Background: an optimization exercise with open tools, aiming at small area. Do not read the settings as production practice.
The RTL was checked by simulation tests, not by an equivalence proof against the original design.
No driver is modelled on the clock port, so clocking that relies on it looks cheaper here than on a real chip.
Power figures rest on the tool's default switching activity, not on a simulated workload.

// neuron_status_sequencer
module neuron_status_sequencer #(
  parameter int DATA_WIDTH        = 64,
  parameter int TREF_WIDTH        = 5,
  parameter int NEURON_ADDR_WIDTH = 4
) (
  input  logic                         Clock,
  input  logic                         Reset,
  input  logic                         Start,
  input  logic                         InitWrEn,
  input  logic [NEURON_ADDR_WIDTH-1:0] InitAddr,
  input  logic signed [DATA_WIDTH-1:0] InitVmem,
  output logic                         UpdateEnable,
  output logic [NEURON_ADDR_WIDTH-1:0] NeuronAddr,
  output logic signed [DATA_WIDTH-1:0] Vmem,
  output logic signed [DATA_WIDTH-1:0] gex,
  output logic signed [DATA_WIDTH-1:0] gin,
  output logic [TREF_WIDTH+2:0]        RefVal,
  input  logic signed [DATA_WIDTH-1:0] VmemIn,
  input  logic signed [DATA_WIDTH-1:0] gexIn,
  input  logic signed [DATA_WIDTH-1:0] ginIn,
  input  logic [TREF_WIDTH+2:0]        RefValIn,
  input  logic                         SpikeIn,
  output logic                         SpikeValid,
  output logic [NEURON_ADDR_WIDTH-1:0] SpikeAddr,
  output logic                         Busy,
  output logic                         Done
);
Size: about 4400 cells after synthesis, about 3200 flip-flops, roughly 100000 µm² of cells after synthesis.
==> module neuron_status_sequencer, before the edit <==
module neuron_status_sequencer #(
  parameter int DATA_WIDTH        = 64,
  parameter int TREF_WIDTH        = 5,
  parameter int NEURON_ADDR_WIDTH = 4
) (
  input  logic                         Clock,
  input  logic                         Reset,
  input  logic                         Start,
  input  logic                         InitWrEn,
  input  logic [NEURON_ADDR_WIDTH-1:0] InitAddr,
  input  logic signed [DATA_WIDTH-1:0] InitVmem,
  output logic                         UpdateEnable,
  output logic [NEURON_ADDR_WIDTH-1:0] NeuronAddr,
  output logic signed [DATA_WIDTH-1:0] Vmem,
  output logic signed [DATA_WIDTH-1:0] gex,
  output logic signed [DATA_WIDTH-1:0] gin,
  output logic [TREF_WIDTH+2:0]        RefVal,
  input  logic signed [DATA_WIDTH-1:0] VmemIn,
  input  logic signed [DATA_WIDTH-1:0] gexIn,
  input  logic signed [DATA_WIDTH-1:0] ginIn,
  input  logic [TREF_WIDTH+2:0]        RefValIn,
  input  logic                         SpikeIn,
  output logic                         SpikeValid,
  output logic [NEURON_ADDR_WIDTH-1:0] SpikeAddr,
  output logic                         Busy,
  output logic                         Done
);
  localparam int NUM_NEURONS = 1 << NEURON_ADDR_WIDTH;
  localparam int REF_WIDTH   = TREF_WIDTH + 3;
  localparam int G_WIDTH     = 2 * DATA_WIDTH + REF_WIDTH;
  logic capture;
  assign UpdateEnable = Busy & ~capture & ~Done;
  always_ff @(posedge Clock) begin
    if (Reset) begin
      Busy       <= 1'b0;
      capture    <= 1'b0;
      Done       <= 1'b0;
      NeuronAddr <= '0;
    end else if (!Busy) begin
      Busy <= Start;
    end else if (Done) begin
      Busy <= 1'b0;
      Done <= 1'b0;
    end else if (!capture) begin
      capture <= 1'b1;
    end else begin
      capture    <= 1'b0;
      NeuronAddr <= NeuronAddr + 1'b1;
      Done       <= &NeuronAddr;
    end
  end
  logic [NUM_NEURONS-1:0] addr_oh;
  always_ff @(posedge Clock) begin
    if (Reset)
      addr_oh <= NUM_NEURONS'(1);
    else if (Busy && capture)
      addr_oh <= {addr_oh[NUM_NEURONS-2:0], addr_oh[NUM_NEURONS-1]};
  end
  logic init_write;
  assign init_write = ~Busy & InitWrEn;
  logic [NUM_NEURONS-1:0] g_v;
  always_ff @(posedge Clock) begin
    for (int i = 0; i < NUM_NEURONS; i++) begin
      if (Reset)
        g_v[i] <= 1'b0;
      else if (init_write && InitAddr == i)
        g_v[i] <= 1'b0;
      else if (capture && addr_oh[i])
        g_v[i] <= 1'b1;
    end
  end
  logic [DATA_WIDTH-1:0] vmem_q [NUM_NEURONS];
  logic [DATA_WIDTH-1:0] vmem_wd;
  assign vmem_wd = (VmemIn & {DATA_WIDTH{capture & ~Reset}}) |
                   (InitVmem & {DATA_WIDTH{~Busy & ~Reset}});
  always_ff @(posedge Clock) begin
    for (int i = 0; i < NUM_NEURONS; i++) begin
      if (Reset || (init_write && InitAddr == i) || (capture && addr_oh[i]))
        vmem_q[i] <= vmem_wd;
    end
  end
  always_comb begin
    Vmem = '0;
    for (int i = 0; i < NUM_NEURONS; i++)
      Vmem = Vmem | (vmem_q[i] & {DATA_WIDTH{addr_oh[i]}});
  end
  logic [G_WIDTH-1:0] g_q [NUM_NEURONS];
  always_ff @(posedge Clock) begin
    if (capture) begin
      for (int i = 0; i < NUM_NEURONS - 1; i++)
        g_q[i] <= g_q[i+1];
      g_q[NUM_NEURONS-1] <= {gexIn, ginIn, RefValIn};
    end
  end
  logic g_ok;
  assign g_ok = |(g_v & addr_oh);
  assign {gex, gin, RefVal} = g_q[0] & {G_WIDTH{g_ok}};
  logic [NEURON_ADDR_WIDTH-1:0] spike_addr_q;
  assign SpikeValid = capture & SpikeIn;
  assign SpikeAddr  = SpikeValid ? NeuronAddr : spike_addr_q;
  always_ff @(posedge Clock) begin
    if (Reset)
      spike_addr_q <= '0;
    else if (SpikeValid)
      spike_addr_q <= NeuronAddr;
  end
endmodule
export LEC_CHECK = 0
export CAP_MARGIN = 20
export CORE_MARGIN = 2
export CORE_UTILIZATION = 55
export PLACE_DENSITY = 0.65
export SLEW_MARGIN = 20
create_clock -name core_clock -period 6.0 [get_ports {Clock}]
standard.sh (not shown) runs the stock make flow with config.mk's settings and CLKGATE_MAP_FILE= SYNTH_SCRIPT=/design/flow/synth_recipe.tcl, a recipe that flattens the netlist after the stock synthesis.
==> flow/flow/run.sh <==
#!/bin/bash
# Standard ORFS layout (the standard.sh, standard synthesis included) with these changes:
# - ports are buffered with the smallest buffer, sky130_fd_sc_hd__buf_1;
# - CTS inserts no dummy loads and uses its own clustering settings;
# - after CTS, post_cts.tcl gives each leaf clock buffer the smallest clkbuf size that keeps
#   the estimated slew at its flip-flop clock pins under 105 ps, then legalizes placement.
# Each tool's output is logged under orfs/logs; make's output goes to flow_make.log.
set -euo pipefail
here=$(cd "$(dirname "$0")" && pwd)
export BUFFER_PORTS_ARGS="-buffer_cell sky130_fd_sc_hd__buf_1"
export CTS_ARGS="-sink_clustering_enable -repair_clock_nets -dont_use_dummy_load -sink_clustering_size 16 -sink_clustering_max_diameter 80 -buf_list sky130_fd_sc_hd__clkbuf_8"
export LEAFSIZE_TCL="$here/leafsize.tcl"
export POST_CTS_TCL="$here/post_cts.tcl"
bash standard.sh finish > flow_make.log 2>&1
Other scripts of this flow, unchanged in this note and not shown: flow/flow/leafsize.tcl, flow/flow/post_cts.tcl
The starting point completed without violations.
Next try:
--- a/flow/design.v
+++ b/flow/design.v
@@ -48,42 +48,39 @@
       NeuronAddr <= NeuronAddr + 1'b1;
       Done       <= &NeuronAddr;
     end
   end
-  logic [NUM_NEURONS-1:0] addr_oh;
-  always_ff @(posedge Clock) begin
-    if (Reset)
-      addr_oh <= NUM_NEURONS'(1);
-    else if (Busy && capture)
-      addr_oh <= {addr_oh[NUM_NEURONS-2:0], addr_oh[NUM_NEURONS-1]};
-  end
   logic init_write;
   assign init_write = ~Busy & InitWrEn;
+  logic [NUM_NEURONS-1:0] vmem_v;
   logic [NUM_NEURONS-1:0] g_v;
   always_ff @(posedge Clock) begin
     for (int i = 0; i < NUM_NEURONS; i++) begin
-      if (Reset)
-        g_v[i] <= 1'b0;
-      else if (init_write && InitAddr == i)
-        g_v[i] <= 1'b0;
-      else if (capture && addr_oh[i])
-        g_v[i] <= 1'b1;
+      if (Reset) begin
+        vmem_v[i] <= 1'b0;
+        g_v[i]    <= 1'b0;
+      end else if (init_write && InitAddr == i) begin
+        vmem_v[i] <= 1'b1;
+        g_v[i]    <= 1'b0;
+      end else if (capture && NeuronAddr == i) begin
+        vmem_v[i] <= 1'b1;
+        g_v[i]    <= 1'b1;
+      end
     end
   end
   logic [DATA_WIDTH-1:0] vmem_q [NUM_NEURONS];
   logic [DATA_WIDTH-1:0] vmem_wd;
-  assign vmem_wd = (VmemIn & {DATA_WIDTH{capture & ~Reset}}) |
-                   (InitVmem & {DATA_WIDTH{~Busy & ~Reset}});
+  assign vmem_wd = (VmemIn & {DATA_WIDTH{capture}}) | (InitVmem & {DATA_WIDTH{~Busy}});
   always_ff @(posedge Clock) begin
     for (int i = 0; i < NUM_NEURONS; i++) begin
-      if (Reset || (init_write && InitAddr == i) || (capture && addr_oh[i]))
+      if ((init_write && InitAddr == i) || (capture && NeuronAddr == i))
         vmem_q[i] <= vmem_wd;
     end
   end
   always_comb begin
     Vmem = '0;
     for (int i = 0; i < NUM_NEURONS; i++)
-      Vmem = Vmem | (vmem_q[i] & {DATA_WIDTH{addr_oh[i]}});
+      Vmem = Vmem | (vmem_q[i] & {DATA_WIDTH{vmem_v[i] && NeuronAddr == i}});
   end
   logic [G_WIDTH-1:0] g_q [NUM_NEURONS];
   always_ff @(posedge Clock) begin
     if (capture) begin
@@ -92,9 +89,9 @@
       g_q[NUM_NEURONS-1] <= {gexIn, ginIn, RefValIn};
     end
   end
   logic g_ok;
-  assign g_ok = |(g_v & addr_oh);
+  assign g_ok = g_v[NeuronAddr];
   assign {gex, gin, RefVal} = g_q[0] & {G_WIDTH{g_ok}};
   logic [NEURON_ADDR_WIDTH-1:0] spike_addr_q;
   assign SpikeValid = capture & SpikeIn;
   assign SpikeAddr  = SpikeValid ? NeuronAddr : spike_addr_q;
Result:
- cell area hardly moves
- sequential power falls by a few percent
- clock power hardly moves
- routed wire length decreases slightly
- hold slack improved by 0.019 ns
- register-to-register slack loses 0.23 ns
- critical path depth grows by 1
- synthesized cell count increases slightly
- die area stays flat

cedar:
neuron_status_sequencer with an RTL version that a note above also has.
Size in the first run: roughly 0.11 mm^2 of cells after synthesis.
Design neuron_status_sequencer, start of the top module:
module neuron_status_sequencer #(
  parameter int DATA_WIDTH        = 64,
  parameter int TREF_WIDTH        = 5,
  parameter int NEURON_ADDR_WIDTH = 4
) (
  input  logic                         Clock,
  input  logic                         Reset,
  input  logic                         Start,
  input  logic                         InitWrEn,
  input  logic [NEURON_ADDR_WIDTH-1:0] InitAddr,
  input  logic signed [DATA_WIDTH-1:0] InitVmem,
  output logic                         UpdateEnable,
  output logic [NEURON_ADDR_WIDTH-1:0] NeuronAddr,
  output logic signed [DATA_WIDTH-1:0] Vmem,
  output logic signed [DATA_WIDTH-1:0] gex,
  output logic signed [DATA_WIDTH-1:0] gin,
  output logic [TREF_WIDTH+2:0]        RefVal,
  input  logic signed [DATA_WIDTH-1:0] VmemIn,
  input  logic signed [DATA_WIDTH-1:0] gexIn,
  input  logic signed [DATA_WIDTH-1:0] ginIn,
  input  logic [TREF_WIDTH+2:0]        RefValIn,
  input  logic                         SpikeIn,
  output logic                         SpikeValid,
  output logic [NEURON_ADDR_WIDTH-1:0] SpikeAddr,
  output logic                         Busy,
  output logic                         Done
);
==> module neuron_status_sequencer, before the edit <==
module neuron_status_sequencer #(
  parameter int DATA_WIDTH        = 64,
  parameter int TREF_WIDTH        = 5,
  parameter int NEURON_ADDR_WIDTH = 4
) (
  input  logic                         Clock,
  input  logic                         Reset,
  input  logic                         Start,
  input  logic                         InitWrEn,
  input  logic [NEURON_ADDR_WIDTH-1:0] InitAddr,
  input  logic signed [DATA_WIDTH-1:0] InitVmem,
  output logic                         UpdateEnable,
  output logic [NEURON_ADDR_WIDTH-1:0] NeuronAddr,
  output logic signed [DATA_WIDTH-1:0] Vmem,
  output logic signed [DATA_WIDTH-1:0] gex,
  output logic signed [DATA_WIDTH-1:0] gin,
  output logic [TREF_WIDTH+2:0]        RefVal,
  input  logic signed [DATA_WIDTH-1:0] VmemIn,
  input  logic signed [DATA_WIDTH-1:0] gexIn,
  input  logic signed [DATA_WIDTH-1:0] ginIn,
  input  logic [TREF_WIDTH+2:0]        RefValIn,
  input  logic                         SpikeIn,
  output logic                         SpikeValid,
  output logic [NEURON_ADDR_WIDTH-1:0] SpikeAddr,
  output logic                         Busy,
  output logic                         Done
);
  localparam int NUM_NEURONS = 1 << NEURON_ADDR_WIDTH;
  localparam int REF_WIDTH   = TREF_WIDTH + 3;
  localparam int G_WIDTH     = 2 * DATA_WIDTH + REF_WIDTH;
  logic capture;
  assign UpdateEnable = Busy & ~capture & ~Done;
  always_ff @(posedge Clock) begin
    if (Reset) begin
      Busy       <= 1'b0;
      capture    <= 1'b0;
      Done       <= 1'b0;
      NeuronAddr <= '0;
    end else if (!Busy) begin
      Busy <= Start;
    end else if (Done) begin
      Busy <= 1'b0;
      Done <= 1'b0;
    end else if (!capture) begin
      capture <= 1'b1;
    end else begin
      capture    <= 1'b0;
      NeuronAddr <= NeuronAddr + 1'b1;
      Done       <= &NeuronAddr;
    end
  end
  logic init_write;
  assign init_write = ~Busy & InitWrEn;
  logic [NUM_NEURONS-1:0] vmem_v;
  logic [NUM_NEURONS-1:0] g_v;
  always_ff @(posedge Clock) begin
    for (int i = 0; i < NUM_NEURONS; i++) begin
      if (Reset) begin
        vmem_v[i] <= 1'b0;
        g_v[i]    <= 1'b0;
      end else if (init_write && InitAddr == i) begin
        vmem_v[i] <= 1'b1;
        g_v[i]    <= 1'b0;
      end else if (capture && NeuronAddr == i) begin
        vmem_v[i] <= 1'b1;
        g_v[i]    <= 1'b1;
      end
    end
  end
  logic [DATA_WIDTH-1:0] vmem_q [NUM_NEURONS];
  logic [DATA_WIDTH-1:0] vmem_wd;
  assign vmem_wd = (VmemIn & {DATA_WIDTH{capture}}) | (InitVmem & {DATA_WIDTH{~Busy}});
  always_ff @(posedge Clock) begin
    for (int i = 0; i < NUM_NEURONS; i++) begin
      if ((init_write && InitAddr == i) || (capture && NeuronAddr == i))
        vmem_q[i] <= vmem_wd;
    end
  end
  always_comb begin
    Vmem = '0;
    for (int i = 0; i < NUM_NEURONS; i++)
      Vmem = Vmem | (vmem_q[i] & {DATA_WIDTH{vmem_v[i] && NeuronAddr == i}});
  end
  logic [G_WIDTH-1:0] g_q [NUM_NEURONS];
  always_ff @(posedge Clock) begin
    if (capture) begin
      for (int i = 0; i < NUM_NEURONS - 1; i++)
        g_q[i] <= g_q[i+1];
      g_q[NUM_NEURONS-1] <= {gexIn, ginIn, RefValIn};
    end
  end
  logic g_ok;
  assign g_ok = g_v[NeuronAddr];
  assign {gex, gin, RefVal} = g_q[0] & {G_WIDTH{g_ok}};
  logic [NEURON_ADDR_WIDTH-1:0] spike_addr_q;
  assign SpikeValid = capture & SpikeIn;
  assign SpikeAddr  = SpikeValid ? NeuronAddr : spike_addr_q;
  always_ff @(posedge Clock) begin
    if (Reset)
      spike_addr_q <= '0;
    else if (SpikeValid)
      spike_addr_q <= NeuronAddr;
  end
endmodule
clock: 6.0 ns
lec_check: 0
cap_margin: 20
core_margin: 2
core_utilization: 55
cts_cluster_diameter: 60
cts_cluster_size: 30
place_density: 0.65
slew_margin: 20
==> flow/flow/run.sh <==
#!/bin/bash
# Standard ORFS layout (the standard.sh, standard synthesis included) with two changes:
# ports are buffered with the smallest buffer, sky130_fd_sc_hd__buf_1, and CTS inserts
# no dummy loads. Each tool's output is logged under orfs/logs; make's output goes to
# flow_make.log in the work folder.
set -euo pipefail
export BUFFER_PORTS_ARGS="-buffer_cell sky130_fd_sc_hd__buf_1"
export CTS_ARGS="-sink_clustering_enable -repair_clock_nets -dont_use_dummy_load -sink_clustering_size 30 -sink_clustering_max_diameter 60"
bash standard.sh finish > flow_make.log 2>&1
The final layout from cedar, which completed every stage, passed the timing, design-rule and antenna checks at the end of the flow.
### cedar -> maple
--- a/flow/design.v
+++ b/flow/design.v
@@ -68,9 +68,9 @@
     end
   end
   logic [DATA_WIDTH-1:0] vmem_q [NUM_NEURONS];
   logic [DATA_WIDTH-1:0] vmem_wd;
-  assign vmem_wd = (VmemIn & {DATA_WIDTH{capture}}) | (InitVmem & {DATA_WIDTH{~Busy}});
+  assign vmem_wd = capture ? VmemIn : InitVmem;
   always_ff @(posedge Clock) begin
     for (int i = 0; i < NUM_NEURONS; i++) begin
       if ((init_write && InitAddr == i) || (capture && NeuronAddr == i))
         vmem_q[i] <= vmem_wd;
==> comparison <==
Standard cell with the maximum stage delay on the critical path: sky130_fd_sc_hd__dfxtp_1 -> maple, sky130_fd_sc_hd__and3_2 -> cedar. The routed wire length of maple was superior to that of cedar. Comparing maple and cedar, hold slack is lower on cedar. cedar and maple ended up with roughly the same last weighted congestion value of the routability-driven placer. Summary of maple over cedar: fmax higher; share of total power in combinational logic roughly the same; via count lower. Proportion of synthesized area in mux cells, maple and cedar, lower one = cedar. Delta (maple minus cedar): buffer count excluding the clock tree in the final layout did not really move; number of distinct standard cells referenced by the synthesized netlist shows an increase of 4.5%; final clock period utilization by the worst path went down 4.8 points. Design area: cedar vs maple — no meaningful difference. Diff cedar..maple | clock network power consumption | negligible.

afterwards: timing with drivers on the ports:
No port has a modelled driver above. Below, the same layouts with a new extraction and two added sets of constraints. Step 1 (the two cells are an assumption about what drives the block):
set clk [get_ports {Clock}]
set_driving_cell -lib_cell sky130_fd_sc_hd__clkbuf_16 $clk
set_driving_cell -lib_cell sky130_fd_sc_hd__buf_2 [delete_from_list [all_inputs] $clk]
Step 2 also shifts input and output timing later by t, the mid clock arrival at the registers, as if the neighbouring blocks saw the same clock. Slacks: ideal / step 1 / step 2; pairs: ideal / step 1.
run | shift t [ns] | slack for setup (ns) | clock arrival spread, ns | worst register clock-pin slew, ns | pins driven straight from the clock port
the first run of note 1 | 1.004 | 1.214 / 1.137 / 1.995 | 0.139 / 0.139 | 0.11 / 0.11 | 1
the second run of note 1 | 1.020 | 0.276 / 0.203 / 1.223 | 0.115 / 0.116 | 0.10 / 0.10 | 1
cedar | 0.861 | 0.250 / 0.173 / 1.034 | 0.090 / 0.089 | 0.11 / 0.11 | 1
maple | 0.863 | 0.539 / 0.461 / 1.323 | 0.111 / 0.111 | 0.11 / 0.11 | 1
After both steps every run listed still meets setup and hold.
